What follows belongs to an exercise in optimizing a design on an open flow for small area, a short achievable clock period and few clock cycles per item; a production flow would make more cautious choices. The RTL was checked by simulation tests, not by an equivalence proof against the original design.

==> flow/design.v, too long to show whole: its modules and the start of the top module <==
// module psd_sumsq: 696 lines
// module psd_wmul: 236 lines
// module psd_lvl: 360 lines
// module psd_stride_rom: 8 lines
// module psd_sqrt_seg: 35 lines
// module pedometer_step_detector: 403 lines
module pedometer_step_detector
(
    input  wire logic               clk,
    input  wire logic               rst_n,
    input  wire logic               cfg_valid,
    output logic                    cfg_ready,
    input  wire logic [2:0]         cfg_index,
    input  wire logic [15:0]        cfg_data,
    input  wire logic               sample_valid,
    output logic                    sample_ready,
    input  wire logic signed [15:0] sample_accel_x,
    input  wire logic signed [15:0] sample_accel_y,
    input  wire logic signed [15:0] sample_accel_z,
    input  wire logic [31:0]        sample_time_ms,
    output logic                    result_valid,
    input  wire logic               result_ready,
    output logic                    result_step_event,
    output logic [10:0]             result_step_length_mm,
    output logic [31:0]             result_steps_total,
    output logic [31:0]             result_distance_mm,
    output logic [23:0]             result_smoothed_magnitude
);
  // ...
==> flow/run.sh <==
#!/bin/bash
# synth_recipe.tcl (not shown) runs the flow's synth.tcl, then flattens the netlist and writes it again
# the make line also repeats each setting of config.mk as NAME=value (left out here)
make -C /OpenROAD-flow-scripts/flow DESIGN_CONFIG=/design/flow/config.mk WORK_HOME=/design/flow/orfs CLKGATE_MAP_FILE= SYNTH_SCRIPT=/design/flow/synth_recipe.tcl finish
==> flow/config.mk <==
export PLATFORM = sky130hd
export DESIGN_NAME = pedometer_step_detector
export DESIGN_NICKNAME = pedometer_step_detector
export VERILOG_FILES = /design/flow/design.v
export SDC_FILE = /design/flow/constraint.sdc
export NUM_CORES = 4
export LEC_CHECK = 0
export CAP_MARGIN = 20
export CORE_MARGIN = 2
export CORE_UTILIZATION = 40
export SETUP_SLACK_MARGIN = 3
export SLEW_MARGIN = 20
==> flow/constraint.sdc <==
create_clock -name core_clock -period 10.0 [get_ports {clk}]
set_input_delay 2.0000 -clock core_clock [delete_from_list [all_inputs] [get_ports {clk}]]
set_output_delay 2.0000 -clock core_clock [all_outputs]
set_load 0.01 [all_outputs]
==> results.txt, run 1 <==
Critical Path RT 10.46 ns; worst hold path endpoint f_d[8]; post-cts sizing count 101; Total Neg Setup Slack 0 ns; antenna viol nets, final 0; Final Hold Viols 0; Adder-Cell Fraction of Synth Area 27.0%; GP Congestion 0.908; nets 8,789; max_slew headroom 35.4%; GRT met2 Usage 36.2%; WS Path Type reg -> reg; hold slack 0.412 ns; CP peak stage delay 0.41 ns; status no timing/DRC/antenna violations; commonest non-fill, non-tap cells in the layout inv_1, nand2_1, ha_1; RR Endpoint d_rem[10]; routed len/inst 19.3 um; Post-Synthesis Mean Instance Area 9.32 um2; Crit path arrival time 7.47 ns; Biggest Area Class multi-input combinational cells; Post-CTS Setup Repair Bufs 88; Tapcells 2,218; slack of the critical path 2.99 ns
Testbench counts, summed over its fixed seeds: cycles 4,872, items 4,800.
==> module pedometer_step_detector, before the edit <==
module pedometer_step_detector
(
    input  wire logic               clk,
    input  wire logic               rst_n,
    input  wire logic               cfg_valid,
    output logic                    cfg_ready,
    input  wire logic [2:0]         cfg_index,
    input  wire logic [15:0]        cfg_data,
    input  wire logic               sample_valid,
    output logic                    sample_ready,
    input  wire logic signed [15:0] sample_accel_x,
    input  wire logic signed [15:0] sample_accel_y,
    input  wire logic signed [15:0] sample_accel_z,
    input  wire logic [31:0]        sample_time_ms,
    output logic                    result_valid,
    input  wire logic               result_ready,
    output logic                    result_step_event,
    output logic [10:0]             result_step_length_mm,
    output logic [31:0]             result_steps_total,
    output logic [31:0]             result_distance_mm,
    output logic [23:0]             result_smoothed_magnitude
);
    localparam int SQ_CUT1  = 6;     
    localparam int SQ_CUT2  = 10;    
    localparam int SQ_CUT3  = 13;    
    logic [15:0] cfg_thr;
    logic [15:0] cfg_gap;
    logic [15:0] cfg_high;
    logic [15:0] cfg_swing;
    logic [8:0]  cfg_w;         
    logic [8:0]  cfg_v;         
    assign cfg_ready = 1'b1;
    always_ff @(posedge clk or negedge rst_n)
    begin
        if (!rst_n)
        begin
            cfg_thr   <= psd_pkg::THRESHOLD_RESET;
            cfg_gap   <= psd_pkg::MIN_INTERVAL_RESET;
            cfg_high  <= psd_pkg::MAX_HIGH_RESET;
            cfg_swing <= psd_pkg::MIN_SWING_RESET;
            cfg_w     <= psd_pkg::WEIGHT_RESET;
            cfg_v     <= 9'd256 - psd_pkg::WEIGHT_RESET;
        end
        else if (cfg_valid)
        begin
            case (cfg_index)
                psd_pkg::REG_THRESHOLD:    cfg_thr   <= cfg_data;
                psd_pkg::REG_MIN_INTERVAL: cfg_gap   <= cfg_data;
                psd_pkg::REG_MAX_HIGH:     cfg_high  <= cfg_data;
                psd_pkg::REG_MIN_SWING:    cfg_swing <= cfg_data;
                psd_pkg::REG_SMOOTHING:
                begin
                    if (cfg_data[8] && (cfg_data[7:0] != 8'd0))
                    begin
                        cfg_w <= 9'd256;
                        cfg_v <= 9'd0;
                    end
                    else
                    begin
                        cfg_w <= cfg_data[8:0];
                        cfg_v <= 9'd256 - cfg_data[8:0];
                    end
                end
                default:
                begin
                end
            endcase
        end
    end
    logic en;
    logic a_v, b_v, c_v, d_v, e_v, r_v, f_v, g_v;
    logic a_big;
    logic drained;
    logic hold_a;
    logic fire;
    logic o_v;
    assign en           = !o_v || result_ready;
    assign drained      = !(b_v || c_v || d_v || e_v || r_v || f_v || g_v);
    assign hold_a       = a_v && a_big && !drained;
    assign sample_ready = en && !hold_a;
    assign fire         = sample_valid && sample_ready;
    always_ff @(posedge clk or negedge rst_n)
    begin
        if (!rst_n)
        begin
            a_v <= 1'b0;
            b_v <= 1'b0;
            c_v <= 1'b0;
            d_v <= 1'b0;
            e_v <= 1'b0;
            r_v <= 1'b0;
            f_v <= 1'b0;
            g_v <= 1'b0;
            o_v <= 1'b0;
        end
        else if (en)
        begin
            if (!hold_a)
            begin
                a_v <= sample_valid;
            end
            b_v <= a_v && !hold_a;
            c_v <= b_v;
            d_v <= c_v;
            e_v <= d_v;
            r_v <= e_v;
            f_v <= r_v;
            g_v <= f_v;
            o_v <= g_v;
        end
    end
    logic [15:0] a_x, a_y, a_z;
    logic [31:0] a_t;
    logic [psd_pkg::DT_W-1:0] a_d;
    logic        t_seen;
    logic [15:0] abs_x, abs_y, abs_z;
    logic [31:0] dt_in;
    assign abs_x = sample_accel_x[15] ? 16'(-sample_accel_x) : sample_accel_x;
    assign abs_y = sample_accel_y[15] ? 16'(-sample_accel_y) : sample_accel_y;
    assign abs_z = sample_accel_z[15] ? 16'(-sample_accel_z) : sample_accel_z;
    assign dt_in = sample_time_ms - a_t;
    always_ff @(posedge clk or negedge rst_n)
    begin
        if (!rst_n)
        begin
            t_seen <= 1'b0;
        end
        else if (fire)
        begin
            t_seen <= 1'b1;
        end
    end
    always_ff @(posedge clk)
    begin
        if (fire)
        begin
            a_x   <= abs_x;
            a_y   <= abs_y;
            a_z   <= abs_z;
            a_t   <= sample_time_ms;
            a_d   <= dt_in[psd_pkg::DT_W-1:0];
            a_big <= !t_seen || (dt_in[31:psd_pkg::DT_W] != '0);
        end
    end
    logic [31:0] b_e;
    logic [31:0] b_e_n;
    logic [psd_pkg::DT_W-1:0] b_d;
    psd_sumsq u_sumsq
    (
        .x   (a_x),
        .y   (a_y),
        .z   (a_z),
        .sum (b_e_n)
    );
    always_ff @(posedge clk)
    begin
        if (en)
        begin
            b_e <= b_e_n;
            b_d <= a_big ? '0 : a_d;
        end
    end
    logic [17:0] c_rem_n, d_rem_n, e_rem_n, r_rem_n;
    logic [15:0] c_root_n, d_root_n, e_root_n, r_root_n;
    logic [31:0] c_rad, d_rad, e_rad;
    logic [17:0] c_rem, d_rem, e_rem;
    logic [15:0] c_root, d_root, e_root;
    logic [15:0] r_root;
    logic [psd_pkg::DT_W-1:0] c_d, d_d, e_d, r_d;
    psd_sqrt_seg #(.FIRST(0), .LAST(SQ_CUT1)) u_sq_c
    (
        .rad    (b_e),
        .rem_i  (18'd0),
        .root_i (16'd0),
        .rem_o  (c_rem_n),
        .root_o (c_root_n)
    );
    psd_sqrt_seg #(.FIRST(SQ_CUT1), .LAST(SQ_CUT2)) u_sq_d
    (
        .rad    (c_rad),
        .rem_i  (c_rem),
        .root_i (c_root),
        .rem_o  (d_rem_n),
        .root_o (d_root_n)
    );
    psd_sqrt_seg #(.FIRST(SQ_CUT2), .LAST(SQ_CUT3)) u_sq_e
    (
        .rad    (d_rad),
        .rem_i  (d_rem),
        .root_i (d_root),
        .rem_o  (e_rem_n),
        .root_o (e_root_n)
    );
    psd_sqrt_seg #(.FIRST(SQ_CUT3), .LAST(16)) u_sq_r
    (
        .rad    (e_rad),
        .rem_i  (e_rem),
        .root_i (e_root),
        .rem_o  (r_rem_n),
        .root_o (r_root_n)
    );
    always_ff @(posedge clk)
    begin
        if (en)
        begin
            c_rad  <= b_e & ((32'd1 << (32 - 2*SQ_CUT1)) - 32'd1);
            c_rem  <= c_rem_n;
            c_root <= c_root_n;
            c_d    <= b_d;
            d_rad  <= c_rad & ((32'd1 << (32 - 2*SQ_CUT2)) - 32'd1);
            d_rem  <= d_rem_n;
            d_root <= d_root_n;
            d_d    <= c_d;
            e_rad  <= d_rad & ((32'd1 << (32 - 2*SQ_CUT3)) - 32'd1);
            e_rem  <= e_rem_n;
            e_root <= e_root_n;
            e_d    <= d_d;
            r_root <= r_root_n;
            r_d    <= e_d;
        end
    end
    logic [23:0] f_p;
    logic [23:0] f_p_n;
    logic [psd_pkg::DT_W-1:0] f_d;
    psd_wmul u_wmul
    (
        .w (cfg_w),
        .r (r_root),
        .p (f_p_n)
    );
    always_ff @(posedge clk)
    begin
        if (en)
        begin
            f_p <= f_p_n;
            f_d <= r_d;
        end
    end
    logic [23:0] level;
    logic [23:0] level_n;
    logic [31:0] g_t;
    logic [31:0] now_g;
    logic [31:0] el_g;
    logic [31:0] rd_g;
    logic [9:0]  e10_g;
    logic [10:0] rom_g;
    logic        g_gt, g_tmoa, g_tmob;
    logic [10:0] g_stride;
    logic        sync;
    logic [23:0] peak, trough;
    logic        armed;
    logic [31:0] rise, last;
    logic        h_rflag;       
    psd_lvl u_lvl
    (
        .v (cfg_v[7:0]),
        .l (level),
        .p (f_p),
        .n (level_n)
    );
    assign now_g = g_t + 32'(f_d);
    assign el_g  = now_g - last;
    assign rd_g  = now_g - rise;
    assign e10_g = g_t[9:0] + 10'(f_d) - last[9:0];
    assign sync  = en && a_v && a_big && drained;
    psd_stride_rom u_rom
    (
        .e (e10_g),
        .q (rom_g)
    );
    always_ff @(posedge clk or negedge rst_n)
    begin
        if (!rst_n)
        begin
            level <= psd_pkg::LEVEL_RESET;
        end
        else if (en && f_v && (cfg_w != 9'd0))
        begin
            level <= level_n;
        end
    end
    always_ff @(posedge clk)
    begin
        if (sync)
        begin
            g_t <= a_t;
        end
        else if (en && f_v)
        begin
            g_t <= now_g;
        end
        if (en)
        begin
            g_gt   <= el_g > {16'd0, cfg_gap};
            g_tmoa <= rd_g > {16'd0, cfg_high};
            g_tmob <= {{(32-psd_pkg::DT_W){1'b0}}, f_d} > {16'd0, cfg_high};
            g_stride <= (el_g[31:10] != '0) ? psd_pkg::STRIDE_MIN : rom_g;
        end
    end
    logic        tmo, a1, rise_ev, fall, swing_ok, step;
    logic [24:0] trough_s, level_s;
    logic        clear;
    logic [23:0] pk, tr;
    logic [23:0] thr_q;
    logic [24:0] swing_q;
    assign thr_q    = {cfg_thr, 8'd0};
    assign swing_q  = {1'b0, cfg_swing, 8'd0};
    assign tmo      = armed && (h_rflag ? g_tmob : g_tmoa);
    assign a1       = armed && !tmo;
    assign rise_ev  = !a1 && (level > thr_q);
    assign fall     = a1 && (level < thr_q);
    assign pk       = (level > peak) ? level : peak;
    assign tr       = (level < trough) ? level : trough;
    assign trough_s = {1'b0, trough} + swing_q;
    assign level_s  = {1'b0, level} + swing_q;
    assign swing_ok = ({1'b0, peak} > trough_s) || ({1'b0, peak} > level_s) ||
                      ({1'b0, level} > trough_s);
    assign step     = fall && g_gt && swing_ok;
    assign clear    = tmo || fall;
    always_ff @(posedge clk or negedge rst_n)
    begin
        if (!rst_n)
        begin
            peak   <= 24'd0;
            trough <= psd_pkg::TROUGH_RESET;
            armed  <= 1'b0;
            rise   <= 32'd0;
            last   <= 32'd0;
        end
        else if (en && g_v)
        begin
            peak   <= clear ? 24'd0 : pk;
            trough <= clear ? psd_pkg::TROUGH_RESET : tr;
            armed  <= rise_ev || (a1 && !fall);
            if (rise_ev)
            begin
                rise <= g_t;
            end
            if (step)
            begin
                last <= g_t;
            end
        end
    end
    always_ff @(posedge clk)
    begin
        if (en)
        begin
            h_rflag <= g_v && rise_ev;
        end
    end
    logic        o_event;
    logic [10:0] o_stride;
    logic [23:0] o_level;
    logic [31:0] o_steps;
    logic [31:0] o_dist;
    logic [11:0] dist_lo;
    logic [20:0] dist_hi1;
    logic        dist_sat;
    logic        load_o;
    assign dist_lo  = {1'b0, o_dist[10:0]} + {1'b0, g_stride};
    assign dist_hi1 = o_dist[31:11] + 21'd1;
    assign dist_sat = dist_lo[11] && (o_dist[31:11] == 21'h1F_FFFF);
    assign load_o   = en && g_v;
    always_ff @(posedge clk or negedge rst_n)
    begin
        if (!rst_n)
        begin
            o_steps <= 32'd0;
            o_dist  <= 32'd0;
        end
        else if (load_o && step)
        begin
            if (o_steps != 32'hFFFF_FFFF)
            begin
                o_steps <= o_steps + 32'd1;
            end
            if (dist_sat)
            begin
                o_dist <= 32'hFFFF_FFFF;
            end
            else
            begin
                o_dist <= {dist_lo[11] ? dist_hi1 : o_dist[31:11], dist_lo[10:0]};
            end
        end
    end
    always_ff @(posedge clk)
    begin
        if (load_o)
        begin
            o_event  <= step;
            o_stride <= step ? g_stride : 11'd0;
            o_level  <= level;
        end
    end
    assign result_valid              = o_v;
    assign result_step_event         = o_event;
    assign result_step_length_mm     = o_stride;
    assign result_steps_total        = o_steps;
    assign result_distance_mm        = o_dist;
    assign result_smoothed_magnitude = o_level;
endmodule
==> run 2: changes to the inputs <==
--- a/flow/design.v
+++ b/flow/design.v
@@ -20,17 +20,18 @@
 `default_nettype wire
 `timescale 1ns / 1ps
 `default_nettype none
 module psd_sumsq
 (
     input  wire logic [15:0] x,
     input  wire logic [15:0] y,
     input  wire logic [15:0] z,
-    output logic      [31:0] sum
+    output logic      [31:0] ra,
+    output logic      [31:0] rb
 );
     logic t0, t1, t2, t3, t4, t5, t6, t7, t8, t9, t10, t11;
     logic t12, t13, t14, t15, t16, t17, t18, t19, t20, t21, t22, t23;
     logic t24, t25, t26, t27, t28, t29, t30, t31, t32, t33, t34, t35;
     logic t36, t37, t38, t39, t40, t41, t42, t43, t44, t45, t46, t47;
     logic t48, t49, t50, t51, t52, t53, t54, t55, t56, t57, t58, t59;
     logic t60, t61, t62, t63, t64, t65, t66, t67, t68, t69, t70, t71;
     logic t72, t73, t74, t75, t76, t77, t78, t79, t80, t81, t82, t83;
@@ -709,17 +710,18 @@
     assign t626 = t570 ^ t511 ^ t569;
     assign t627 = (t570 & t511) | (t570 & t569) | (t511 & t569);
     assign t628 = t572 ^ t515 ^ t571;
     assign t629 = (t572 & t515) | (t572 & t571) | (t515 & t571);
     assign t630 = t517 ^ t519 ^ t573;
     assign t631 = (t517 & t519) | (t517 & t573) | (t519 & t573);
     assign t632 = x[15] ^ y[15] ^ z[15];
     assign t633 = (x[15] & y[15]) | (x[15] & z[15]) | (y[15] & z[15]);
-    assign sum = {t633, t632, t630, t628, t626, t624, t622, t620, t618, t616, t614, t612, t610, t608, t606, t604, t602, t600, t598, t596, t594, t592, t590, t588, t586, t584, t582, t580, t578, t576, t575, t574} + {1'b0, t631, t629, t627, t625, t623, t621, t619, t617, t615, t613, t611, t609, t607, t605, t603, t601, t599, t597, t595, t593, t591, t589, t587, t585, t583, t581, t579, t577, z[1], 1'b0, z[0]};
+    assign ra = {t633, t632, t630, t628, t626, t624, t622, t620, t618, t616, t614, t612, t610, t608, t606, t604, t602, t600, t598, t596, t594, t592, t590, t588, t586, t584, t582, t580, t578, t576, t575, t574};
+    assign rb = {1'b0, t631, t629, t627, t625, t623, t621, t619, t617, t615, t613, t611, t609, t607, t605, t603, t601, t599, t597, t595, t593, t591, t589, t587, t585, t583, t581, t579, t577, z[1], 1'b0, z[0]};
 endmodule
 module psd_wmul
 (
     input  wire logic [8:0]  w,
     input  wire logic [15:0] r,
     output logic      [23:0] p
 );
     logic t0, t1, t2, t3, t4, t5, t6, t7, t8, t9, t10, t11;
@@ -1378,19 +1380,21 @@
     output logic                    result_valid,
     input  wire logic               result_ready,
     output logic                    result_step_event,
     output logic [10:0]             result_step_length_mm,
     output logic [31:0]             result_steps_total,
     output logic [31:0]             result_distance_mm,
     output logic [23:0]             result_smoothed_magnitude
 );
-    localparam int SQ_CUT1  = 6;     
-    localparam int SQ_CUT2  = 10;    
-    localparam int SQ_CUT3  = 13;    
+    localparam int SQ_C  = 4;
+    localparam int SQ_D  = 7;
+    localparam int SQ_E  = 10;
+    localparam int SQ_R1 = 12;
+    localparam int SQ_R2 = 14;
     logic [15:0] cfg_thr;
     logic [15:0] cfg_gap;
     logic [15:0] cfg_high;
     logic [15:0] cfg_swing;
     logic [8:0]  cfg_w;         
     logic [8:0]  cfg_v;         
     assign cfg_ready = 1'b1;
     always_ff @(posedge clk or negedge rst_n)
@@ -1426,288 +1430,321 @@
                 end
                 default:
                 begin
                 end
             endcase
         end
     end
     logic en;
-    logic a_v, b_v, c_v, d_v, e_v, r_v, f_v, g_v;
+    logic a_v, b_v, c_v, d_v, e_v, r1_v, r2_v, r3_v, f_v, g_v;
     logic a_big;
     logic drained;
     logic hold_a;
     logic fire;
+    logic sync;
     logic o_v;
     assign en           = !o_v || result_ready;
-    assign drained      = !(b_v || c_v || d_v || e_v || r_v || f_v || g_v);
+    assign drained      = !(b_v || c_v || d_v || e_v || r1_v || r2_v || r3_v || f_v || g_v);
     assign hold_a       = a_v && a_big && !drained;
     assign sample_ready = en && !hold_a;
     assign fire         = sample_valid && sample_ready;
+    assign sync         = en && a_v && a_big && drained;
     always_ff @(posedge clk or negedge rst_n)
     begin
         if (!rst_n)
         begin
-            a_v <= 1'b0;
-            b_v <= 1'b0;
-            c_v <= 1'b0;
-            d_v <= 1'b0;
-            e_v <= 1'b0;
-            r_v <= 1'b0;
-            f_v <= 1'b0;
-            g_v <= 1'b0;
-            o_v <= 1'b0;
+            a_v  <= 1'b0;
+            b_v  <= 1'b0;
+            c_v  <= 1'b0;
+            d_v  <= 1'b0;
+            e_v  <= 1'b0;
+            r1_v <= 1'b0;
+            r2_v <= 1'b0;
+            r3_v <= 1'b0;
+            f_v  <= 1'b0;
+            g_v  <= 1'b0;
+            o_v  <= 1'b0;
         end
         else if (en)
         begin
             if (!hold_a)
             begin
                 a_v <= sample_valid;
             end
-            b_v <= a_v && !hold_a;
-            c_v <= b_v;
-            d_v <= c_v;
-            e_v <= d_v;
-            r_v <= e_v;
-            f_v <= r_v;
-            g_v <= f_v;
-            o_v <= g_v;
+            b_v  <= a_v && !hold_a;
+            c_v  <= b_v;
+            d_v  <= c_v;
+            e_v  <= d_v;
+            r1_v <= e_v;
+            r2_v <= r1_v;
+            r3_v <= r2_v;
+            f_v  <= r3_v;
+            g_v  <= f_v;
+            o_v  <= g_v;
         end
     end
     logic [15:0] a_x, a_y, a_z;
     logic [31:0] a_t;
-    logic [psd_pkg::DT_W-1:0] a_d;
-    logic        t_seen;
+    logic [31:0] a_d;
     logic [15:0] abs_x, abs_y, abs_z;
     logic [31:0] dt_in;
     assign abs_x = sample_accel_x[15] ? 16'(-sample_accel_x) : sample_accel_x;
     assign abs_y = sample_accel_y[15] ? 16'(-sample_accel_y) : sample_accel_y;
     assign abs_z = sample_accel_z[15] ? 16'(-sample_accel_z) : sample_accel_z;
     assign dt_in = sample_time_ms - a_t;
     always_ff @(posedge clk or negedge rst_n)
     begin
         if (!rst_n)
         begin
-            t_seen <= 1'b0;
+            a_t <= 32'd0;
         end
         else if (fire)
         begin
-            t_seen <= 1'b1;
+            a_t <= sample_time_ms;
         end
     end
     always_ff @(posedge clk)
     begin
         if (fire)
         begin
             a_x   <= abs_x;
             a_y   <= abs_y;
             a_z   <= abs_z;
-            a_t   <= sample_time_ms;
-            a_d   <= dt_in[psd_pkg::DT_W-1:0];
-            a_big <= !t_seen || (dt_in[31:psd_pkg::DT_W] != '0);
+            a_d   <= dt_in;
+            a_big <= dt_in[31:psd_pkg::DT_W] != '0;
         end
     end
-    logic [31:0] b_e;
-    logic [31:0] b_e_n;
+    logic [31:0] sq_ra, sq_rb;
+    logic [16:0] lo_sum;
+    logic [15:0] b_lo, b_ha, b_hb;
+    logic        b_c;
     logic [psd_pkg::DT_W-1:0] b_d;
     psd_sumsq u_sumsq
     (
-        .x   (a_x),
-        .y   (a_y),
-        .z   (a_z),
-        .sum (b_e_n)
+        .x  (a_x),
+        .y  (a_y),
+        .z  (a_z),
+        .ra (sq_ra),
+        .rb (sq_rb)
     );
+    assign lo_sum = {1'b0, sq_ra[15:0]} + {1'b0, sq_rb[15:0]};
     always_ff @(posedge clk)
     begin
         if (en)
         begin
-            b_e <= b_e_n;
-            b_d <= a_big ? '0 : a_d;
+            b_lo <= lo_sum[15:0];
+            b_c  <= lo_sum[16];
+            b_ha <= sq_ra[31:16];
+            b_hb <= sq_rb[31:16];
+            b_d  <= a_big ? '0 : a_d[psd_pkg::DT_W-1:0];
         end
     end
-    logic [17:0] c_rem_n, d_rem_n, e_rem_n, r_rem_n;
-    logic [15:0] c_root_n, d_root_n, e_root_n, r_root_n;
-    logic [31:0] c_rad, d_rad, e_rad;
-    logic [17:0] c_rem, d_rem, e_rem;
-    logic [15:0] c_root, d_root, e_root;
-    logic [15:0] r_root;
-    logic [psd_pkg::DT_W-1:0] c_d, d_d, e_d, r_d;
-    psd_sqrt_seg #(.FIRST(0), .LAST(SQ_CUT1)) u_sq_c
+    logic [31:0] b_e;
+    logic [17:0] c_rem_n, d_rem_n, e_rem_n, r1_rem_n, r2_rem_n, r3_rem_n;
+    logic [15:0] c_root_n, d_root_n, e_root_n, r1_root_n, r2_root_n, r3_root_n;
+    logic [31:0] c_rad, d_rad, e_rad, r1_rad, r2_rad;
+    logic [17:0] c_rem, d_rem, e_rem, r1_rem, r2_rem;
+    logic [15:0] c_root, d_root, e_root, r1_root, r2_root;
+    logic [15:0] r3_root;
+    logic [psd_pkg::DT_W-1:0] c_d, d_d, e_d, r1_d, r2_d, r3_d;
+    assign b_e = {b_ha + b_hb + {15'd0, b_c}, b_lo};
+    psd_sqrt_seg #(.FIRST(0), .LAST(SQ_C)) u_sq_c
     (
         .rad    (b_e),
         .rem_i  (18'd0),
         .root_i (16'd0),
         .rem_o  (c_rem_n),
         .root_o (c_root_n)
     );
-    psd_sqrt_seg #(.FIRST(SQ_CUT1), .LAST(SQ_CUT2)) u_sq_d
+    psd_sqrt_seg #(.FIRST(SQ_C), .LAST(SQ_D)) u_sq_d
     (
         .rad    (c_rad),
         .rem_i  (c_rem),
         .root_i (c_root),
         .rem_o  (d_rem_n),
         .root_o (d_root_n)
     );
-    psd_sqrt_seg #(.FIRST(SQ_CUT2), .LAST(SQ_CUT3)) u_sq_e
+    psd_sqrt_seg #(.FIRST(SQ_D), .LAST(SQ_E)) u_sq_e
     (
         .rad    (d_rad),
         .rem_i  (d_rem),
         .root_i (d_root),
         .rem_o  (e_rem_n),
         .root_o (e_root_n)
     );
-    psd_sqrt_seg #(.FIRST(SQ_CUT3), .LAST(16)) u_sq_r
+    psd_sqrt_seg #(.FIRST(SQ_E), .LAST(SQ_R1)) u_sq_r1
     (
         .rad    (e_rad),
         .rem_i  (e_rem),
         .root_i (e_root),
-        .rem_o  (r_rem_n),
-        .root_o (r_root_n)
+        .rem_o  (r1_rem_n),
+        .root_o (r1_root_n)
+    );
+    psd_sqrt_seg #(.FIRST(SQ_R1), .LAST(SQ_R2)) u_sq_r2
+    (
+        .rad    (r1_rad),
+        .rem_i  (r1_rem),
+        .root_i (r1_root),
+        .rem_o  (r2_rem_n),
+        .root_o (r2_root_n)
+    );
+    psd_sqrt_seg #(.FIRST(SQ_R2), .LAST(16)) u_sq_r3
+    (
+        .rad    (r2_rad),
+        .rem_i  (r2_rem),
+        .root_i (r2_root),
+        .rem_o  (r3_rem_n),
+        .root_o (r3_root_n)
     );
     always_ff @(posedge clk)
     begin
         if (en)
         begin
-            c_rad  <= b_e & ((32'd1 << (32 - 2*SQ_CUT1)) - 32'd1);
-            c_rem  <= c_rem_n;
-            c_root <= c_root_n;
-            c_d    <= b_d;
-            d_rad  <= c_rad & ((32'd1 << (32 - 2*SQ_CUT2)) - 32'd1);
-            d_rem  <= d_rem_n;
-            d_root <= d_root_n;
-            d_d    <= c_d;
-            e_rad  <= d_rad & ((32'd1 << (32 - 2*SQ_CUT3)) - 32'd1);
-            e_rem  <= e_rem_n;
-            e_root <= e_root_n;
-            e_d    <= d_d;
-            r_root <= r_root_n;
-            r_d    <= e_d;
+            c_rad   <= b_e & ((32'd1 << (32 - 2*SQ_C)) - 32'd1);
+            c_rem   <= c_rem_n;
+            c_root  <= c_root_n;
+            c_d     <= b_d;
+            d_rad   <= c_rad & ((32'd1 << (32 - 2*SQ_D)) - 32'd1);
+            d_rem   <= d_rem_n;
+            d_root  <= d_root_n;
+            d_d     <= c_d;
+            e_rad   <= d_rad & ((32'd1 << (32 - 2*SQ_E)) - 32'd1);
+            e_rem   <= e_rem_n;
+            e_root  <= e_root_n;
+            e_d     <= d_d;
+            r1_rad  <= e_rad & ((32'd1 << (32 - 2*SQ_R1)) - 32'd1);
+            r1_rem  <= r1_rem_n;
+            r1_root <= r1_root_n;
+            r1_d    <= e_d;
+            r2_rad  <= r1_rad & ((32'd1 << (32 - 2*SQ_R2)) - 32'd1);
+            r2_rem  <= r2_rem_n;
+            r2_root <= r2_root_n;
+            r2_d    <= r1_d;
+            r3_root <= r3_root_n;
+            r3_d    <= r2_d;
         end
     end
     logic [23:0] f_p;
     logic [23:0] f_p_n;
     logic [psd_pkg::DT_W-1:0] f_d;
     psd_wmul u_wmul
     (
         .w (cfg_w),
-        .r (r_root),
+        .r (r3_root),
         .p (f_p_n)
     );
     always_ff @(posedge clk)
     begin
         if (en)
         begin
             f_p <= f_p_n;
-            f_d <= r_d;
+            f_d <= r3_d;
         end
     end
     logic [23:0] level;
     logic [23:0] level_n;
-    logic [31:0] g_t;
-    logic [31:0] now_g;
+    logic [psd_pkg::DT_W-1:0] g_d;
+    logic [psd_pkg::DT_W:0]   s_g;
     logic [31:0] el_g;
     logic [31:0] rd_g;
-    logic [9:0]  e10_g;
     logic [10:0] rom_g;
-    logic        g_gt, g_tmoa, g_tmob;
-    logic [10:0] g_stride;
-    logic        sync;
+    logic        g_gt, g_tmoa, g_tmob, g_ebig;
+    logic [10:0] g_rom;
     logic [23:0] peak, trough;
     logic        armed;
-    logic [31:0] rise, last;
+    logic [31:0] ar, al;
     logic        h_rflag;       
     psd_lvl u_lvl
     (
         .v (cfg_v[7:0]),
         .l (level),
         .p (f_p),
         .n (level_n)
     );
-    assign now_g = g_t + 32'(f_d);
-    assign el_g  = now_g - last;
-    assign rd_g  = now_g - rise;
-    assign e10_g = g_t[9:0] + 10'(f_d) - last[9:0];
-    assign sync  = en && a_v && a_big && drained;
+    assign s_g  = {1'b0, g_v ? g_d : '0} + {1'b0, f_d};
+    assign el_g = al + 32'(s_g);
+    assign rd_g = ar + 32'(s_g);
     psd_stride_rom u_rom
     (
-        .e (e10_g),
+        .e (el_g[9:0]),
         .q (rom_g)
     );
     always_ff @(posedge clk or negedge rst_n)
     begin
         if (!rst_n)
         begin
             level <= psd_pkg::LEVEL_RESET;
         end
         else if (en && f_v && (cfg_w != 9'd0))
         begin
             level <= level_n;
         end
     end
     always_ff @(posedge clk)
     begin
-        if (sync)
-        begin
-            g_t <= a_t;
-        end
-        else if (en && f_v)
-        begin
-            g_t <= now_g;
-        end
         if (en)
         begin
+            g_d    <= f_d;
             g_gt   <= el_g > {16'd0, cfg_gap};
             g_tmoa <= rd_g > {16'd0, cfg_high};
             g_tmob <= {{(32-psd_pkg::DT_W){1'b0}}, f_d} > {16'd0, cfg_high};
-            g_stride <= (el_g[31:10] != '0) ? psd_pkg::STRIDE_MIN : rom_g;
+            g_ebig <= el_g[31:10] != '0;
+            g_rom  <= rom_g;
         end
     end
     logic        tmo, a1, rise_ev, fall, swing_ok, step;
-    logic [24:0] trough_s, level_s;
     logic        clear;
     logic [23:0] pk, tr;
     logic [23:0] thr_q;
     logic [24:0] swing_q;
+    logic [26:0] sw1, sw2, sw3;
+    logic [31:0] h_add;
+    logic [31:0] x_r, x_l;
+    logic [10:0] h_stride;
     assign thr_q    = {cfg_thr, 8'd0};
     assign swing_q  = {1'b0, cfg_swing, 8'd0};
     assign tmo      = armed && (h_rflag ? g_tmob : g_tmoa);
     assign a1       = armed && !tmo;
     assign rise_ev  = !a1 && (level > thr_q);
     assign fall     = a1 && (level < thr_q);
     assign pk       = (level > peak) ? level : peak;
     assign tr       = (level < trough) ? level : trough;
-    assign trough_s = {1'b0, trough} + swing_q;
-    assign level_s  = {1'b0, level} + swing_q;
-    assign swing_ok = ({1'b0, peak} > trough_s) || ({1'b0, peak} > level_s) ||
-                      ({1'b0, level} > trough_s);
+    assign sw1      = {3'd0, peak}  + {3'b111, ~trough} + {2'b11, ~swing_q} + 27'd1;
+    assign sw2      = {3'd0, peak}  + {3'b111, ~level}  + {2'b11, ~swing_q} + 27'd1;
+    assign sw3      = {3'd0, level} + {3'b111, ~trough} + {2'b11, ~swing_q} + 27'd1;
+    assign swing_ok = !sw1[26] || !sw2[26] || !sw3[26];
     assign step     = fall && g_gt && swing_ok;
     assign clear    = tmo || fall;
+    assign h_stride = g_ebig ? psd_pkg::STRIDE_MIN : g_rom;
+    assign h_add = g_v ? {{(32-psd_pkg::DT_W){1'b0}}, g_d} : a_d;
+    assign x_r   = ar + h_add;
+    assign x_l   = al + h_add;
     always_ff @(posedge clk or negedge rst_n)
     begin
         if (!rst_n)
         begin
             peak   <= 24'd0;
             trough <= psd_pkg::TROUGH_RESET;
             armed  <= 1'b0;
-            rise   <= 32'd0;
-            last   <= 32'd0;
+            ar     <= 32'd0;
+            al     <= 32'd0;
         end
         else if (en && g_v)
         begin
             peak   <= clear ? 24'd0 : pk;
             trough <= clear ? psd_pkg::TROUGH_RESET : tr;
             armed  <= rise_ev || (a1 && !fall);
-            if (rise_ev)
-            begin
-                rise <= g_t;
-            end
-            if (step)
-            begin
-                last <= g_t;
-            end
+            ar     <= rise_ev ? 32'd0 : x_r;
+            al     <= step ? 32'd0 : x_l;
+        end
+        else if (sync)
+        begin
+            ar <= x_r;
+            al <= x_l;
         end
     end
     always_ff @(posedge clk)
     begin
         if (en)
         begin
             h_rflag <= g_v && rise_ev;
         end
@@ -1716,17 +1753,17 @@
     logic [10:0] o_stride;
     logic [23:0] o_level;
     logic [31:0] o_steps;
     logic [31:0] o_dist;
     logic [11:0] dist_lo;
     logic [20:0] dist_hi1;
     logic        dist_sat;
     logic        load_o;
-    assign dist_lo  = {1'b0, o_dist[10:0]} + {1'b0, g_stride};
+    assign dist_lo  = {1'b0, o_dist[10:0]} + {1'b0, h_stride};
     assign dist_hi1 = o_dist[31:11] + 21'd1;
     assign dist_sat = dist_lo[11] && (o_dist[31:11] == 21'h1F_FFFF);
     assign load_o   = en && g_v;
     always_ff @(posedge clk or negedge rst_n)
     begin
         if (!rst_n)
         begin
             o_steps <= 32'd0;
@@ -1748,17 +1785,17 @@
             end
         end
     end
     always_ff @(posedge clk)
     begin
         if (load_o)
         begin
             o_event  <= step;
-            o_stride <= step ? g_stride : 11'd0;
+            o_stride <= step ? h_stride : 11'd0;
             o_level  <= level;
         end
     end
     assign result_valid              = o_v;
     assign result_step_event         = o_event;
     assign result_step_length_mm     = o_stride;
     assign result_steps_total        = o_steps;
     assign result_distance_mm        = o_dist;
==> results.txt, run 2 <==
status no timing/DRC/antenna violations; vias in the first global route 55,900; Die ar. 0.185 mm2; most common cell after layout, fill and taps aside inv_1; Worst Setup SP cfg_w[0]; Initial Utilization 40.2%; H-tree depth 3; Max-Cap Viols 0; asr flop ratio synth 40.5%; Slowest cell on crit path dfstp_2; commonest non-fill, non-tap cells in the layout inv_1, nand2_1, ha_1; top-count cell post-synth inv_1; Pre-antenna DRT Iters 6; Pins Over Slew Limit 0; WS Path Type reg -> reg; mapped cell area 0.0727 mm2; layout cell share with drive strength beyond 1 5.31%; Final period util 64.9%; Synth warnings 1; GRT Util Overall 21.2%; Crit path arrival time 7.09 ns (-0.38 ns); clock-pin slew on the worst setup and hold paths 0.06 ns; antenna viol nets, final 0 (unchanged); Root Driver clkbuf_16; std cell rows 156; die height 430 um; dpl ws 3.18 ns; Vias/cell 5.45; worst r2r src cfg_w[0]; main area contributors after synthesis edfxtp_1, fa_1, ha_1; RSZ-0062 raised after global routing false; number of flops mapped to enable cells by yosys 476; num ports 207; RR Endpoint level[23]; Num CTS Buffers 95; Hold Buf Count CTS 0; GP Congestion 0.915 (+0.70%); # fillers 17,300; Post-synth top cells inv_1, nand2_1, ha_1; Post-Synthesis Mean Instance Area 9.70 um2 (+4.0%); Critical Path RT 10.60 ns (+0.14 ns); first-pass GRT wire length 312,000 um; Multi-input gate area 0.0459 mm2; Layout area overhead 11.0%; First DRT Iteration DRCs 4,031; vias 54,800; Num Clock Sinks 800; Yosys reg bits 800; antenna violations before repair 6; Distinct cells, synth 106; Die W 430 um; post-synthesis sequential area ratio 30.9%; reg2reg path depth 20; Hold Crit Start c_rad[0]; share of the synthesized area in the top cell type 19.7%; Syn Inst Count 7,498; global route total overflow 0; Core Area 0.181 mm2; Fin Clk Skew 0.0181 ns; Max Buffers Root-to-Sink 3; setup violators final 0; FF-to-FF setup slack 3.51 ns; post-synth net total 8,850; cell taking the most area after synthesis edfxtp_1; drt drc 0; critical path launch point type flip-flop; CP peak stage delay 0.65 ns (+0.24 ns); crit path max fanout 31; TritonCTS clock tree yes; Worst path most repeated cell fa_1; largest net degree at the start of global routing 176; nets 8,941 (+1.7%); slack of the critical path 3.51 ns (+0.515 ns); fmax 154 MHz; max_slew headroom 24.5% (-11 points); worst hold path endpoint d_rad[0]; Clock Latency Late Sink 0.72 ns; cell breakdown of the critical path buf_4, nand2_1, fa_1, inv_1, fa_1, inv_1, fa_1, fa_1, inv_1, ha_1, and2_1, a221o_1, a22o_1, o2111ai_1, o31ai_1, a21oi_1, o21bai_1, a21oi_1, nor3_1, a211o_1; min Tclk post-route 6.49 ns; top_reg_cell synth edfxtp_1; worst min path class reg -> reg; Final Hold Viols 0 (unchanged); FF/Latch Area 0.0225 mm2; Port Buffer Count 205; routed len/inst 19.6 um (+1.3%); CP Capture Type flip-flop; hold slack 0.410 ns (-0.00175 ns); Total Neg Setup Slack 0 ns (unchanged); worst hold stages 0; Worst-Margin Slew 1.13 ns; post-DP HPWL 147,000 um; Routed WL 196,000 um
==> run 2: cell count changes in the layout (fill, tap and decap cells not counted), sizes merged, moves of 37 or more <==
cell / delta
buf: -120
nor2: -58
nand2: +59
ha: +58
mux2: -37
a21oi: -68
fa: +44
edfxtp: +71
a22o: +42
==> run 2: what timing repair did <==
action / in CTS / in global routing
setup buffers: 0 / 2
endpoints found under the setup margin: 0 / 14
resized for setup: 0 / 4
==> run 2: metal layers <==
layer,track usage (%),wire [um]
met1,26.1,80900
met2,37.2,97400
met3,2.51,8430
met4,9.42,9700
met5,0,0
==> run 2: how the worst max path moves through the flow <==
stage | to | slack, ns | cells past startpoint
global placement | g_gt | 3.23 | 25
floorplan | e_rem[1] | 3.93 | 29
detailed placement | g_gt | 3.18 | 25
CTS | e_rem[2] | 3.15 | 29
finish | level[23] | 3.51 | 20
global route | g_tmoa | 3.01 | 29
==> run 2: metrics by stage <==
stage	cells	utilization [%]	instance area [um2]
after floorplan	7498	-	72700
after global placement	9860	42.8	77300
after detailed placement	9860	42.8	77300
after CTS	10000	44.6	80600
after global routing	10000	44.6	80700
final	10000	44.6	80700
==> run 2: area by class of cell <==
cell class,count,area share [%]
diodes,2,0.00620
clock buffers,131,3.33
clock inverters,48,0.766
inverters,910,4.25
multi-input cells,5503,56.9
flip-flops and latches,800,27.8
well taps,2370,3.68
repair buffers,279,3.27
==> run 2: worst max-delay path, delay by kind of cell (launching register included) <==
family / cells / cell delay (ns)
adders and majority gates: 5 / 2.45
AOI/OAI and AO/OA: 8 / 2.31
DFF: 1 / 0.65
buffers and inverters: 4 / 0.55
and+or+nand+nor: 3 / 0.40
==> run 2: kinds of logic (layout without fill, tap and decap cells) <==
family | count (synthesis) | after routing | share of synthesized area (%)
AND/OR/NAND/NOR | 2176 | 2176 | 15.1
AO/OA/AOI/OAI | 1593 | 1593 | 14.2
adder cells (fa/ha/maj) | 1248 | 1248 | 27.5
buffers and inverters | 1195 | 1368 | 6.20
flip-flops | 800 | 800 | 30.9
XOR/XNOR | 415 | 415 | 5.00
multiplexers | 70 | 70 | 1.08
other | 1 | 3 | 0.00516
Testbench counts of run 2, summed over its fixed seeds: cycles 4,888, items 4,800.
==> run 3: changes to the inputs <==
--- a/flow/config.mk
+++ b/flow/config.mk
@@ -8,5 +8,5 @@
 export CAP_MARGIN = 20
 export CORE_MARGIN = 2
 export CORE_UTILIZATION = 40
-export SETUP_SLACK_MARGIN = 3
+export SETUP_SLACK_MARGIN = 4
 export SLEW_MARGIN = 20
==> results.txt, run 3 <==
asr flop ratio synth 40.5% (unchanged); Fin Clk Skew 0.0268 ns (+0.00871 ns); Finished Layout Cells 10,100 (+0.94%); worst hold stages 0 (unchanged); Syn Inst Count 7,498 (unchanged); Placed Cells 9,869 (+0.091%); Root Driver clkbuf_16; worst min path class reg -> reg; CP peak stage delay 0.56 ns (-0.09 ns); Post-Synthesis Mean Instance Area 9.70 um2 (unchanged); post-DP HPWL 146,000 um (-0.16%); Max-Cap Viols 0 (unchanged); number of flops mapped to enable cells by yosys 476 (unchanged); RSZ-0062 raised after global routing true; std cell rows 156 (unchanged); status no timing/DRC/antenna violations; # fillers 17,000 (-1.4%); critical path launch point type flip-flop; cell taking the most area after synthesis edfxtp_1; Final Hold Viols 0 (unchanged); top_reg_cell synth edfxtp_1; Die W 430 um (unchanged); clock-pin slew on the worst setup and hold paths 0.06 ns (about the same); layout cell share with drive strength beyond 1 7.44% (+2.1 points); Clock Latency Late Sink 0.73 ns (about the same); share of the synthesized area in the top cell type 19.7% (unchanged); Synth warnings 1 (unchanged); Crit path max-delay family compound AO/OA/AOI/OAI gates; First DRT Iteration DRCs 3,872 (-3.9%); die height 430 um (unchanged); CP Capture Type flip-flop; max_slew headroom 23.6% (-0.90 points); Port Buffer Count 205 (unchanged); post-synthesis sequential area ratio 30.9% (unchanged); global route total overflow 0 (unchanged); reg2reg path depth 19 (-5.0%); commonest non-fill, non-tap cells in the layout inv_1, nand2_1, ha_1; Worst-Margin Slew 1.14 ns (+0.00921 ns); top-count cell post-synth inv_1; H-tree depth 3 (unchanged); diodes inserted 0 (-2); fmax 167 MHz (+8.2%); Die ar. 0.185 mm2 (unchanged); post-layout util 45.4% (+0.81 points); mapped cell area 0.0727 mm2 (unchanged); Hold Buf Count CTS 0 (unchanged); Post-synth top cells inv_1, nand2_1, ha_1; drt drc 0 (unchanged); Critical Path RT 10.44 ns (-0.16 ns); Layout area overhead 13.0%; Crit path arrival time 6.44 ns (-0.65 ns); post-synth net total 8,850 (unchanged); cell breakdown of the critical path and2_1, ha_1, inv_1, fa_1, inv_1, ha_1, a21o_1, a21oi_1, xnor2_2, buf_4, inv_2, buf_4, nor2_2, o211ai_1, o211ai_1, o21ai_0, a211oi_1, a311oi_1, o32ai_1; setup violators final 0 (unchanged); Pins Over Slew Limit 0 (unchanged); Distinct cells, synth 106 (unchanged); stages on the worst setup path 19 (-5.0%); Core Area 0.181 mm2 (unchanged); Yosys reg bits 800 (unchanged); Vias/cell 5.45 (about the same); most common cell after layout, fill and taps aside inv_1; vias 55,200 (+0.84%); Slowest cell on crit path nor2_2; Total Neg Setup Slack 0 ns (unchanged); GP Congestion 0.896 (-2.1%); Pre-antenna DRT Iters 6 (unchanged); first-pass GRT wire length 314,000 um (+0.64%); Routed WL 200,000 um (+1.9%); min Tclk post-route 6.00 ns (-0.491 ns); main area contributors after synthesis edfxtp_1, fa_1, ha_1; antenna violations before repair 5 (-1); Max Buffers Root-to-Sink 3 (unchanged); Initial Utilization 40.2% (unchanged); routed len/inst 19.7 um (+0.97%); antenna viol nets, final 0 (unchanged); WS Path Type reg -> reg; TritonCTS clock tree yes; largest net degree at the start of global routing 143 (-19%); crit path max fanout 49 (+58%); num ports 207 (unchanged); Final period util 60.0% (-4.9 points); GRT Util Overall 21.4% (+0.20 points); nets 9,037 (+1.1%); CP bufs+invs 5 (+1); vias in the first global route 55,700 (-0.44%); Num CTS Buffers 97 (+2.1%); Num Clock Sinks 800 (unchanged)
## run 3: logic make-up after synthesis
group | synth area share (%)
AND/OR/NAND/NOR | 15.1
AO/OA/AOI/OAI | 14.2
adder cells (fa/ha/maj) | 27.5
buffers and inverters | 6.20
flip-flops | 30.9
XOR/XNOR | 5.00
multiplexers | 1.08
other | 0.00516
## run 3: final timing paths
check                      startpoint    endpoint  slack [ns]
max reg2reg                       g_v    g_rom[1]        4.00
min in group asynchronous       rst_n  trough[10]        1.21
max                               g_v    g_rom[1]        4.00
max in group asynchronous       rst_n  o_dist[18]        7.46
min                          d_rad[9]    e_rad[9]        0.40
min reg2reg                  d_rad[9]    e_rad[9]        0.40
## run 3: final cells by class
class                      instances  area (um2)  share of cell area, %
timing repair inverter             1        11.3                 0.0137
timing repair buffer             372        3450                   4.20
inverter                         910        3450                   4.20
tap                             2370        2970                   3.61
multi-input combinational       5503       46300                   56.3
clock inverter                    63         887                   1.08
clock buffer                     118        2600                   3.17
sequential                       800       22500                   27.4
## run 3: metrics by stage
step           area (um2)  worst slack (ns)  hold WS, ns
2_1_floorplan       72700              4.05        0.400
3_3_place_gp        77400              2.95        0.400
3_5_place_dp        77400              2.78        0.405
4_1_cts             81400              4.00        0.404
5_1_grt             82100              3.89        0.407
6_report            82100              4.00        0.403
## run 3: repair_timing
action,CTS,global route
buffers inserted,46,39
pin swaps,6,26
resized for setup,38,87
setup endpoints to repair,37,67
cloned,0,1
## run 3: metal layers
| layer | up-vias | GRT usage (%) | share of wire [%] |
|---|---|---|---|
| met4 | 0 | 8.94 | 4.6 |
| met3 | 384 | 2.63 | 4.6 |
| met2 | 1510 | 37.6 | 50 |
| li1 | 26100 | - | - |
| met5 | - | 0 | 0 |
| met1 | 27300 | 26.4 | 41 |
==> run 4: changes to the inputs <==
--- a/flow/design.v
+++ b/flow/design.v
@@ -15,7 +15,7 @@
     localparam logic [23:0] TROUGH_RESET = 24'd512000;
     localparam logic [10:0] STRIDE_MIN   = 11'd400;
     localparam logic [10:0] STRIDE_MAX   = 11'd1200;
-    localparam int DT_W = 10;
+    localparam int DT_W = 8;
 endpackage
 `default_nettype wire
 `timescale 1ns / 1ps
--- a/flow/config.mk
+++ b/flow/config.mk
@@ -8,5 +8,5 @@
 export CAP_MARGIN = 20
 export CORE_MARGIN = 2
 export CORE_UTILIZATION = 40
-export SETUP_SLACK_MARGIN = 4
+export SETUP_SLACK_MARGIN = 4.5
 export SLEW_MARGIN = 20
==> results.txt, run 4 <==
status no timing/DRC/antenna violations; GRT met2 Usage 36.7% (-0.99 points); drt drc 0 (unchanged); First DRT Iteration DRCs 4,112 (+6.2%); Num Clock Sinks 782 (-2.3%); Final period util 55.8% (-4.2 points); asr flop ratio synth 41.4% (+0.93 points); clock-pin slew on the worst setup and hold paths 0.06 ns (about the same); top-count cell post-synth inv_1; num ports 207 (unchanged); Synth warnings 1 (unchanged); global route total overflow 0 (unchanged); Initial Utilization 40.1% (-0.089 points); met1 Usage GRT 27.5% (+1.0 points); Root Driver clkbuf_16; reg2reg path depth 19 (unchanged); Worst-Margin Slew 1.08 ns (-0.0597 ns); fmax 179 MHz (+7.5%); Finished Layout Cells 10,200 (+0.93%); antenna viol nets, final 0 (unchanged); Layout area overhead 14.9%; WS Path Type reg -> reg; critical path launch point type flip-flop; number of flops mapped to enable cells by yosys 458 (-3.8%); Distinct cells, synth 104 (-1.9%); Fin Clk Skew 0.0612 ns (+0.0344 ns); cell breakdown of the critical path and2_4, fa_1, inv_2, fa_1, fa_1, inv_2, fa_1, inv_1, fa_1, inv_1, fa_1, inv_2, fa_1, inv_2, ha_4, or3_4, o21ai_2, a21oi_2, xor2_1; largest net degree at the start of global routing 101 (-29%); placed inst area 0.0770 mm2 (-0.54%); antenna violations before repair 12 (+7); most common cell after layout, fill and taps aside inv_1; Die W 429 um (-0.22%); Syn Inst Count 7,523 (+0.33%); CP Capture Type flip-flop; RSZ-0062 raised after global routing true; post-DP HPWL 142,000 um (-3.1%); share of the synthesized area in the top cell type 19.0% (-0.66 points); vias 56,200 (+1.7%); post-synth net total 8,866 (+0.18%); Worst path most repeated cell fa_1; GP Congestion 0.906 (+1.2%); Vias/cell 5.49 (+0.80%); TritonCTS clock tree yes; worst min path class reg -> reg; layout cell share with drive strength beyond 1 9.83% (+2.4 points); Post-Synthesis Mean Instance Area 9.62 um2 (-0.77%); worst hold stages 0 (unchanged); Placed Cells 9,867 (-0.020%); nets 9,116 (+0.87%); Post-synth top cells inv_1, nand2_1, ha_1; Hold Buf Count CTS 0 (unchanged); Yosys reg bits 782 (-2.3%); Pins Over Slew Limit 0 (unchanged); vias in the first global route 57,300 (+2.9%); min Tclk post-route 5.58 ns (-0.420 ns); Max Buffers Root-to-Sink 3 (unchanged); Pre-antenna DRT Iters 5 (-1); Port Buffer Count 205 (unchanged); main area contributors after synthesis edfxtp_1, fa_1, ha_1; Max-Cap Viols 0 (unchanged); Clock Latency Late Sink 0.75 ns (+0.02 ns); crit path max fanout 4 (-92%); CP peak stage delay 0.56 ns (about the same); GRT Util Overall 21.4% (-0.042 points); post-route cell area 0.0832 mm2 (+1.3%); Critical Path RT 10.47 ns (+0.03 ns); Crit path arrival time 6.05 ns (-0.39 ns); top_reg_cell synth edfxtp_1; Crit path max-delay family adder cells; GR peak layer met2; Routed WL 200,000 um (about the same); M3 GR Usage 2.85% (+0.22 points); CP bufs+invs 6 (+1); std cell rows 156 (unchanged); die height 429 um (-0.22%); Final Hold Viols 0 (unchanged); cell taking the most area after synthesis edfxtp_1; mapped cell area 0.0724 mm2 (-0.44%); Total Neg Setup Slack 0 ns (unchanged); Slowest cell on crit path fa_1; commonest non-fill, non-tap cells in the layout inv_1, nand2_1, ha_1; Core Area 0.180 mm2 (-0.22%); Num CTS Buffers 95 (-2.1%); stages on the worst setup path 19 (unchanged); post-synthesis sequential area ratio 30.3% (-0.61 points); H-tree depth 3 (unchanged); # fillers 17,000 (+0.10%); max_slew headroom 27.8% (+4.3 points); setup violators final 0 (unchanged); Die ar. 0.184 mm2 (-0.43%); routed len/inst 19.5 um (-1.0%); first-pass GRT wire length 316,000 um (+0.45%)
## run 4: changes by cell type after synthesis, moves of 16 or more
| cell | before | now |
|---|---|---|
| mux2i_1 | 12 | 32 |
| o21a_1 | 82 | 63 |
| mux2_2 | 55 | 39 |
| inv_1 | 899 | 920 |
| nor3_1 | 97 | 132 |
| a22o_1 | 57 | 88 |
| edfxtp_1 | 476 | 458 |
| o21ai_1 | 31 | 7 |
| a21o_1 | 134 | 153 |
| nand2_1 | 720 | 683 |
| nor2_1 | 306 | 346 |
## run 4: final cells by class
cell class,count,area (um2),share of cell area (%)
Tap cell,2370,2970,3.56
Inverter,929,3520,4.23
Timing Repair Buffer,453,4250,5.11
Antenna cell,8,20.0,0.0241
Sequential cell,782,22000,26.4
Clock buffer,124,2650,3.18
Timing Repair inverter,1,5.00,0.00601
Clock inverter,53,626,0.752
Multi-Input combinational cell,5511,47200,56.7
## run 4: cells by family (layout without fill, tap and decap cells)
group,count (synthesis),after routing,share of synthesized area [%]
AND/OR/NAND/NOR,2210,2210,15.4
AO/OA/AOI/OAI,1585,1586,14.5
adder cells (fa/ha/maj),1243,1243,27.6
buffers and inverters,1231,1560,6.41
flip-flops,782,782,30.3
XOR/XNOR,398,398,4.82
multiplexers,73,73,1.10
other,1,9,0.00518
## run 4: what timing repair did
action                                  4_1_cts  5_1_grt
endpoints found under the hold margin         0        0
pin swaps                                    39      122
gates resized for setup                     126      216
gates cloned                                  4        3
buffers inserted                             97       75
endpoints found under the setup margin      127      183
## run 4: final timing paths
path / from / end / slack, ns
worst min-delay path: r1_d[7] / r2_d[7] / 0.41
worst max-delay path: a_x[9] / b_lo[15] / 4.42
worst max register to register: a_x[9] / b_lo[15] / 4.42
min in group asynchronous: rst_n / trough[4] / 1.30
worst min register to register: r1_d[7] / r2_d[7] / 0.41
max in group asynchronous: rst_n / g_v / 7.02
## run 4: stage by stage
step	worst slack, ns	hold slack [ns]	util (%)
floorplan	4.43	0.400	-
global placement	3.18	0.400	42.7
detailed placement	3.14	0.405	42.7
CTS	4.40	0.402	45.3
global route	4.22	0.416	46.1
finish	4.42	0.409	46.1
## run 4: layer usage
layer,wire length [um],vias to the layer above
met1,85000,27900
met2,97000,1616
li1,-,26300
met3,10900,390
met4,7040,2
met5,13,-
Testbench counts of run 4, summed over its fixed seeds: cycles 4,888, items 4,800.
==> run 5: changes to the inputs <==
--- a/flow/config.mk
+++ b/flow/config.mk
@@ -8,5 +8,5 @@
 export CAP_MARGIN = 20
 export CORE_MARGIN = 2
 export CORE_UTILIZATION = 40
-export SETUP_SLACK_MARGIN = 4.5
+export SETUP_SLACK_MARGIN = 5
 export SLEW_MARGIN = 20
==> results.txt, run 5 <==
status no timing/DRC/antenna violations; main combinational cell family by area after synthesis adder cells; Hold Buf Count CTS 0 (unchanged); Port Buffer Count 205 (unchanged); Max-Cap Viols 0 (unchanged); Synth warnings 1 (unchanged); Crit path arrival time 6.06 ns (about the same); most common cell after layout, fill and taps aside inv_1; Post-Synthesis Mean Instance Area 9.62 um2 (unchanged); CP Capture Type flip-flop; Pins Over Slew Limit 0 (unchanged); max_slew headroom 25.3% (-2.5 points); Final Hold Viols 0 (unchanged); cell taking the most area after synthesis edfxtp_1; Syn Inst Count 7,523 (unchanged); Post-synth top cells inv_1, nand2_1, ha_1; Pre-antenna DRT Iters 10 (+5); vias in the first global route 58,100 (+1.4%); Worst-Margin Slew 1.12 ns (+0.0382 ns); Synth Area in Compound Gates 14.5% (unchanged); number of flops mapped to enable cells by yosys 458 (unchanged); Distinct cells, synth 104 (unchanged); Fin Clk Skew 0.0336 ns (-0.0276 ns); commonest non-fill, non-tap cells in the layout inv_1, nand2_1, ha_1; worst min path class reg -> reg; top-count cell post-synth inv_1; RSZ-0062 raised after global routing true; main area contributors after synthesis edfxtp_1, fa_1, ha_1; mapped cell area 0.0724 mm2 (unchanged); asr flop ratio synth 41.4% (unchanged); TritonCTS clock tree yes; Yosys reg bits 782 (unchanged); Clock Latency Late Sink 0.73 ns (-0.02 ns); critical path launch point type flip-flop; Critical Path RT 10.48 ns (about the same); Adder-Cell Fraction of Synth Area 27.6% (unchanged); post-route cell area 0.0862 mm2 (+3.6%); Initial Utilization 40.1% (unchanged); hold slack 0.413 ns (+0.00340 ns); Die W 429 um (unchanged); min Tclk post-route 5.57 ns (-0.00800 ns); clock-pin slew on the worst setup and hold paths 0.06 ns (about the same); Post-Synth XOR/XNOR Area 4.82% (unchanged); FF/Latch Area 0.0220 mm2 (about the same); Layout area overhead 19.1%; fmax 179 MHz (+0.14%); Routed WL 208,000 um (+3.9%); H-tree depth 3 (unchanged); setup violators final 0 (unchanged); Num Clock Sinks 782 (unchanged); Final period util 55.7% (-0.080 points); post-synth net total 8,866 (unchanged); Multi-input gate area 0.0485 mm2 (+2.8%); post-DP HPWL 143,000 um (+0.84%); Max Buffers Root-to-Sink 3 (unchanged); largest net degree at the start of global routing 176 (+74%); GP Congestion 0.932 (+2.9%); WS Path Type reg -> reg; crit path max fanout 12 (+8); Vias/cell 5.50 (+0.20%); First DRT Iteration DRCs 4,266 (+3.7%); std cell rows 156 (unchanged); routed len/inst 20.0 um (+2.2%); Core Area 0.180 mm2 (unchanged); antenna viol nets, final 0 (unchanged); num ports 207 (unchanged); global route total overflow 0 (unchanged); Num CTS Buffers 95 (unchanged); simple-gate area share of the yosys netlist 15.4% (unchanged); layout cell share with drive strength beyond 1 14.4% (+4.6 points); drt drc 0 (unchanged); post-synthesis sequential area ratio 30.3% (unchanged); die height 429 um (unchanged); antenna violations before repair 9 (-3); share of the synthesized area in the top cell type 19.0% (unchanged); Die ar. 0.184 mm2 (unchanged); vias 57,200 (+1.9%); nets 9,291 (+1.9%); # fillers 16,700 (-2.0%); top_reg_cell synth edfxtp_1; Total Neg Setup Slack 0 ns (unchanged); mux share of post-synthesis cell area 1.10% (unchanged); placed inst area 0.0773 mm2 (+0.43%); first-pass GRT wire length 325,000 um (+2.9%); GRT Util Overall 22.1% (+0.75 points); Root Driver clkbuf_16
==> run 5: final cells by class <==
type,count,area share (%)
multi-input cells,5511,56.3
clock inverters,52,0.685
repair buffers,628,6.94
inverters,929,4.14
clock buffers,123,3.00
well taps,2370,3.44
repair inverters,1,0.00580
diodes,4,0.0116
flip-flops and latches,782,25.5
==> run 5: cell families after synthesis <==
family | after synthesis
buf+inv | 1231
compound gates | 1585
simple gates | 2210
mux | 73
xor+xnor | 398
other cells | 1
fa+ha+maj | 1243
flops | 782
==> run 5: repair_timing <==
item / CTS / global route
cloned: 8 / 5
endpoints found under the setup margin: 232 / 127
pin swaps: 216 / 151
resized for setup: 447 / 222
setup buffers: 214 / 126
==> run 5: layer usage <==
metal  GRT usage (%)  vias up  share of wire, %
li1                -    26600                 -
met1            28.5    28500                42
met2            37.9     1624                49
met3            2.91      474               5.1
met4            8.09        4               3.8
met5               0        -            0.0077
==> run 5: worst paths after layout <==
check | start | endpoint | slack, ns | cells past startpoint
worst max-delay path | a_x[8] | b_lo[15] | 4.43 | 20
worst min-delay path | r2_d[4] | r3_d[4] | 0.41 | 0
worst max register to register | a_x[8] | b_lo[15] | 4.43 | 20
worst min register to register | r2_d[4] | r3_d[4] | 0.41 | 0
max in group asynchronous | rst_n | g_v | 6.47 | 3
min in group asynchronous | rst_n | trough[5] | 1.37 | 1
==> run 5: through the flow <==
step                cells  worst slack, ns  util, %
floorplan            7523             4.43        -
global placement     9868             3.42     42.9
detailed placement   9868             3.31     42.9
CTS                 10300             4.40     46.7
global route        10400             4.21     47.8
finish              10400             4.43     47.8
==> run 5: critical path: stages (launching register included) <==
cell,delay [ns]
edfxtp_1,0.42
buf_12,0.18
and2_4,0.14
fa_1,0.52
inv_1,0.05
fa_1,0.52
fa_1,0.52
inv_2,0.04
fa_1,0.50
inv_1,0.05
fa_1,0.50
inv_1,0.06
fa_1,0.47
inv_1,0.05
fa_1,0.49
inv_2,0.05
ha_4,0.15
or3_1,0.30
o21ai_1,0.08
a21oi_1,0.06
xor2_1,0.14
==> run 6: changes to the inputs <==
--- a/flow/config.mk
+++ b/flow/config.mk
@@ -7,6 +7,6 @@
 export LEC_CHECK = 0
 export CAP_MARGIN = 20
 export CORE_MARGIN = 2
-export CORE_UTILIZATION = 40
-export SETUP_SLACK_MARGIN = 5
+export CORE_UTILIZATION = 55
+export SETUP_SLACK_MARGIN = 4.5
 export SLEW_MARGIN = 20
==> results.txt, run 6 <==
TritonCTS clock tree yes; status no timing/DRC/antenna violations; Worst-Margin Slew 1.12 ns (-0.00495 ns); mapped cell area 0.0724 mm2 (unchanged); Hold Crit Start e_d[4]; Crit path max-delay family adder cells; std cell rows 133 (-15%); crit path max fanout 17 (+5); Post-synth top cells inv_1, nand2_1, ha_1; Placed Cells 9,256 (-6.2%); first-pass GRT wire length 313,000 um (-3.6%); GRT Util Overall 29.1% (+7.0 points); layout cell share with drive strength beyond 1 9.87% (-4.5 points); Vias/cell 5.83 (+5.9%); Worst path most repeated cell fa_1; Die ar. 0.135 mm2 (-27%); worst hold stages 0 (unchanged); worst min path class reg -> reg; post-DP HPWL 140,000 um (-1.9%); num ports 207 (unchanged); GP Congestion 0.914 (-2.0%); worst r2r src a_y[7]; number of flops mapped to enable cells by yosys 458 (unchanged); diodes inserted 0 (-4); routed len/inst 20.5 um (+2.8%); vias in the first global route 56,300 (-3.0%); vias 55,900 (-2.3%); antenna violations before repair 2 (-7); setup violators final 0 (unchanged); cell taking the most area after synthesis edfxtp_1; RR Endpoint b_lo[15]; Max Buffers Root-to-Sink 3 (unchanged); reg2reg path depth 14 (-30%); post-synthesis sequential area ratio 30.3% (unchanged); Core Area 0.131 mm2 (-27%); H-tree depth 3 (unchanged); Initial Utilization 55.2% (+15 points); Port Buffer Count 205 (unchanged); Layout area overhead 13.7%; top_reg_cell synth edfxtp_1; Hold Buf Count CTS 0 (unchanged); Pins Over Slew Limit 0 (unchanged); most common cell after layout, fill and taps aside inv_1; Distinct cells, synth 104 (unchanged); Max-Cap Viols 0 (unchanged); Clock Latency Late Sink 0.71 ns (-0.02 ns); critical path launch point type flip-flop; hold slack 0.408 ns (-0.00431 ns); max_slew headroom 25.4% (+0.12 points); clock-pin slew on the worst setup and hold paths 0.06 ns (about the same); placed inst area 0.0762 mm2 (-1.4%); Num Clock Sinks 782 (unchanged); Total Neg Setup Slack 0 ns (unchanged); global route total overflow 0 (unchanged); Synth warnings 1 (unchanged); Final Hold Viols 0 (unchanged); Num CTS Buffers 93 (-2.1%); Slowest cell on crit path edfxtp_1; dpl ws 3.11 ns (-0.194 ns); cell breakdown of the critical path and2_1, fa_1, fa_1, inv_1, fa_1, fa_1, inv_1, fa_1, fa_2, ha_4, or3_4, o21ai_2, a21oi_2, xor2_1; fmax 177 MHz (-1.3%); FF-to-FF setup slack 4.35 ns (-0.07 ns); share of the synthesized area in the top cell type 19.0% (unchanged); Pre-antenna DRT Iters 6 (-4); nets 9,105 (-2.0%); main area contributors after synthesis edfxtp_1, fa_1, ha_1; antenna viol nets, final 0 (unchanged); RSZ-0062 raised after global routing true; Post-Synthesis Mean Instance Area 9.62 um2 (unchanged); Crit path arrival time 6.08 ns (+0.02 ns)
==> run 6: cell types whose count changed in the layout (fill, tap and decap cells not counted), moves of 13 or more <==
| cell | before | now |
|---|---|---|
| a21oi_1 | 310 | 327 |
| buf_12 | 23 | 6 |
| buf_4 | 328 | 195 |
| buf_6 | 56 | 30 |
| fa_1 | 566 | 582 |
| fa_2 | 22 | 6 |
| ha_1 | 577 | 602 |
| ha_4 | 66 | 42 |
| inv_1 | 878 | 894 |
| inv_2 | 36 | 21 |
| nand2_1 | 658 | 671 |
| o21ai_0 | 325 | 353 |
| o21ai_1 | 36 | 15 |
==> run 6: area by class of cell <==
type | instances | area (um2)
fill | 11100 | 48800
tap | 1755 | 2200
clock buffer | 123 | 2550
inverter | 929 | 3540
clock inverter | 51 | 563
timing repair buffer | 446 | 4170
sequential | 782 | 22000
multi-input combinational | 5510 | 47300
==> run 6: worst max path at each step <==
stage,start,to,slack [ns],cells past startpoint
CTS,a_x[0],b_lo[15],4.38,20
finish,a_y[7],b_lo[15],4.35,14
global placement,d_root[5],e_rem[6],3.22,23
detailed placement,d_rad[16],e_rem[6],3.11,23
floorplan,sample_time_ms[0],a_big,4.43,14
global route,d_root[3],e_rem[2],4.20,26
==> run 6: layer usage <==
metal  share of wire (%)  wire length [um]  global-route usage (%)
met4                 2.2              4240                    6.94
met5                   0                 0                       0
met1                  45             88900                    41.2
met2                  47             92500                    47.8
met3                 5.8             11500                    3.72
==> run 6: cell families (layout without fill, tap and decap cells) <==
group                    Yosys count  in the layout  synth area share, %
XOR/XNOR                         398            398                 4.82
flip-flops                       782            782                 30.3
AO/OA/AOI/OAI                   1585           1585                 14.5
AND/OR/NAND/NOR                 2210           2210                 15.4
buffers and inverters           1231           1549                 6.41
adder cells (fa/ha/maj)         1243           1243                 27.6
multiplexers                      73             73                 1.10
other                              1              1              0.00518
==> run 6: what timing repair did <==
item                       CTS  global route
gates cloned                 2             3
pin swaps                   59           146
setup endpoints to repair   82           120
setup buffers               80            80
resized for setup          159           225

## separate check: timing with driven ports
The flow's constraints put no driver on any port. The routed layouts listed below were extracted and timed again, unchanged, in two steps. Step 1, drivers: a clkbuf_16 drives clk and a buf_2 each remaining input, both assumed. Step 2, shift: input delay + t, output delay - t, t = (earliest + latest rising clock arrival at the registers) / 2. This alone moves slack from input paths to output paths. Slacks: no drivers / after step 1 / after step 2; pairs: no drivers / after step 1.
run	t, ns	slack for setup (ns)	hold WS [ns]	worst data-port slew with drivers (ns)
run 1	0.792	2.994 / 2.994 / 2.994	0.412 / 0.412 / 0.412	0.17
run 2	0.798	3.509 / 3.509 / 3.426	0.410 / 0.410 / 0.410	0.18
run 3	0.799	4.000 / 4.000 / 3.767	0.403 / 0.403 / 0.403	0.18
run 4	0.809	4.420 / 4.420 / 3.748	0.409 / 0.409 / 0.409	0.14
run 5	0.810	4.428 / 4.428 / 3.957	0.413 / 0.413 / 0.413	0.16
run 6	0.784	4.355 / 4.355 / 3.954	0.408 / 0.408 / 0.408	0.08
After both steps setup and hold are still met in every run listed. For run 4, which loses most, drivers alone change the setup slack by 0.000 ns; drivers and shift together by -0.672 ns.
